What follows belongs to an exercise in optimizing a design on an open flow for small area and a short achievable clock period; a production flow would make more cautious choices.
Power is estimated from default activity; no workload was simulated.

==> flow/design.v (excerpt) <==
module rvExecSlice (
    input  logic        clk,
    input  logic        rstN,
    input  logic        instValid,
    input  logic [31:0] instWord,
    input  logic [31:0] pc,
    input  logic [31:0] rs1Data,
    input  logic [31:0] rs2Data,
    output logic        resValid,
    output logic [4:0]  resRd,
    output logic        resRegWrite,
    output logic [31:0] resWbValue,
    output logic        resMemRead,
    output logic        resMemWrite,
    output logic [31:0] resMemAddr,
    output logic [1:0]  resMemSize,
    output logic        resBranchTaken,
    output logic [31:0] resNextPc,
    output logic        resHalt
);
    function automatic logic [31:0] rev32(input logic [31:0] v);
        for (int i = 0; i < 32; i++) rev32[i] = v[31-i];
    endfunction
    logic [6:0] opc0;
    logic [2:0] f30;
    logic       alt0;
    logic       isOp0, isOpI0, isLoad0, isStore0, isBr0, isJal0, isJalr0, isLui0, isAuipc0;
    logic       isAlu0, sub0, sll0;
    logic [31:0] immI0, immS0, immJ0, immU0, bSel0;
    logic [3:0] cls0;
    assign opc0     = instWord[6:0];
    assign f30      = instWord[14:12];
    assign alt0     = (instWord[31:25] == 7'h20);
    assign isOp0    = (opc0 == 7'b0110011);
    assign isOpI0   = (opc0 == 7'b0010011);
    assign isLoad0  = (opc0 == 7'b0000011);
    assign isStore0 = (opc0 == 7'b0100011);
    assign isBr0    = (opc0 == 7'b1100011);
    assign isJal0   = (opc0 == 7'b1101111);
    assign isJalr0  = (opc0 == 7'b1100111);
    assign isLui0   = (opc0 == 7'b0110111);
    assign isAuipc0 = (opc0 == 7'b0010111);
    assign isAlu0   = isOp0 | isOpI0;
    assign sub0 = isBr0 | (isAlu0 & f30[2:1] == 2'b01) | (isOp0 & f30 == 3'b000 & alt0);
    assign sll0 = isAlu0 & (f30 == 3'b001);
  ...
Size: roughly 2500 cells after synthesis, roughly 340 flip-flops, about 240 I/O pins, about 17000 um^2 of cells after synthesis.
clock: 5.0 ns
lec_check: 0
abc_area: 1
cap_margin: 20
core_margin: 2
core_utilization: 40
cts_buf_list: sky130_fd_sc_hd__clkbuf_16
cts_cluster_diameter: 80
cts_cluster_size: 24
setup_slack_margin: 2.8
slew_margin: 20
standard.sh (not shown) runs the stock make flow with config.mk's settings and CLKGATE_MAP_FILE= SYNTH_SCRIPT=/design/flow/synth_recipe.tcl, a recipe that flattens the netlist after the stock synthesis.
==> flow/flow/run.sh <==
#!/bin/bash
# Standard ORFS layout with these changes:
#  - input ports are buffered with buf_1, output ports with buf_2 (after global
#    placement, flow/outbuf.tcl), instead of the default delay buffer
#  - the ABC area recipe (ABC_AREA=1) is replaced by flow/abc_area.script
#  - adders get flow/lcu_mixed.v as their carry network (Kogge-Stone for the
#    wide ones, Brent-Kung for the narrow ones) instead of ORFS's Kogge-Stone
#  The last two only change the mapping of combinational logic; the registers
#  are those of the standard synthesis.
set -e
rm -rf scripts_abc
cp -r "$FLOW_HOME/scripts" scripts_abc
cp flow/abc_area.script scripts_abc/abc_area.script
bash standard.sh SCRIPTS_DIR="$PWD/scripts_abc" \
    "SYNTH_OPERATIONS_ARGS=-extra-map $PWD/flow/lcu_mixed.v" \
    BUFFER_PORTS_ARGS="-inputs -buffer_cell sky130_fd_sc_hd__buf_1" \
    POST_GLOBAL_PLACE_TCL="$PWD/flow/outbuf.tcl" finish > standard.log 2>&1
Other scripts of this flow, unchanged in this note and not shown: flow/flow/abc_area.script, flow/flow/lcu_mixed.v, flow/flow/outbuf.tcl
Rerun with:
--- a/flow/design.v
+++ b/flow/design.v
@@ -67,21 +67,23 @@
     end
     logic        v1;
     logic [31:0] a1, b1;
     logic        sub1;
     logic [3:0]  cls1;
     logic [31:7] iw1;
     logic [31:2] pc1;
+    logic [4:0]  sa1;
     always_ff @(posedge clk or negedge rstN)
         if (!rstN) v1 <= 1'b0;
         else       v1 <= instValid;
     always_ff @(posedge clk) begin
         a1   <= (isJal0 | isAuipc0) ? {pc[31:2], 2'b00} : sll0 ? rev32(rs1Data) : rs1Data;
         b1   <= bSel0 ^ {32{sub0}};
         sub1 <= sub0;
+        sa1  <= bSel0[4:0];    
         cls1 <= cls0;
         iw1  <= instWord[31:7];
         pc1  <= pc[31:2];
     end
     logic [2:0]  f31;
     logic        alt1;
     logic        isOp1, isOpI1, isLoad1, isStore1, isBr1, isJal1, isJalr1, isLui1, isAuipc1, isAlu1;
@@ -106,15 +108,15 @@
     assign cout1 = sumC1[33];
     assign x1    = a1 ^ b1;
     assign eq1   = &x1;                                   
     assign ltu1  = ~cout1;
     assign lt1   = (a1[31] == b1[31]) ? a1[31] : sum1[31];
     assign cmp1  = (isBr1 ? f31[1] : f31[0]) ? ltu1 : lt1;
     assign fill1 = f31[2] & alt1 & a1[31];
-    assign sh1   = 32'($signed({fill1, a1}) >>> {b1[4:3], 3'b000});
+    assign sh1   = 32'($signed({fill1, a1}) >>> {sa1[4:3], 3'b000});
     assign tgt1  = {pc1, 2'b00} + {{20{iw1[31]}}, iw1[7], iw1[30:25], iw1[11:8], 1'b0};
     logic selSum1, selTgt1, selSh1, selG1, selP1, slt1;
     assign selTgt1 = isBr1;
     assign selSum1 = !(isAlu1 | isBr1) | (isAlu1 & f31 == 3'b000);
     assign selSh1  = isAlu1 & (f31[1:0] == 2'b01);
     assign slt1    = isAlu1 & (f31[2:1] == 2'b01);
     assign selG1   = isAlu1 & (f31[2:1] == 2'b11);
@@ -160,15 +162,15 @@
         if (!rstN) v2 <= 1'b0;
         else       v2 <= v1;
     always_ff @(posedge clk) begin
         a2       <= alu1;
         pc42     <= {pc1[31:3] + {28'b0, pc1[2]}, ~pc1[2]};    
         hi2      <= iw1[31:12];
         rd2      <= iw1[11:7];
-        sh2      <= selSh1 ? b1[2:0] : 3'd0;
+        sh2      <= selSh1 ? sa1[2:0] : 3'd0;
         fill2    <= fill1;
         sll2     <= selSh1 & ~f31[2];
         eq2      <= eq1;
         cmp2     <= cmp1;
         slt2     <= slt1;
         isJ2     <= isJal1 | isJalr1;
         isJalr2  <= isJalr1;
Effect:
- area after synthesis went up slightly
- wire length is higher slightly
- critical path depth climbs by 2
- maximum frequency is higher by a few percent
- total power goes down by a few percent
- worst setup slack gets better by 0.058 ns
- clock power fell by about a fifth
- global-route usage fell by 0.12 points
- count of clock-buffer cells in the layout falls by 2
- combinational power hardly moves
- non-clock buffer count went up by 26
- hold slack barely changes
No functional check of the RTL was part of any run of this note.

==> separate check: timing with driven ports <==
Ports are ideal in the flow. The routed layouts listed here were re-timed in OpenROAD. Step 1, drivers: a clkbuf_16 drives clk and a buf_2 each remaining input, both assumed. Step 2 adds t to the input delays and takes it off the output delays; t is the mean of the earliest and latest rising clock arrival at the registers after step 1. Input paths then give back, and output paths get back, about the clock's delay inside the block. a / b / c = ideal ports / drivers / drivers and shift; a / b = the first two.
run | shift t [ns] | setup slack, ns | pins driven straight from the clock port
the first run | 0.638 | 2.662 / 2.662 / 2.253 | 1
the second run | 0.623 | 2.720 / 2.720 / 2.328 | 1
After both steps setup and hold are still met in every run listed. For the first run, which loses most, drivers alone change the setup slack by 0.000 ns; drivers and shift together by -0.409 ns.
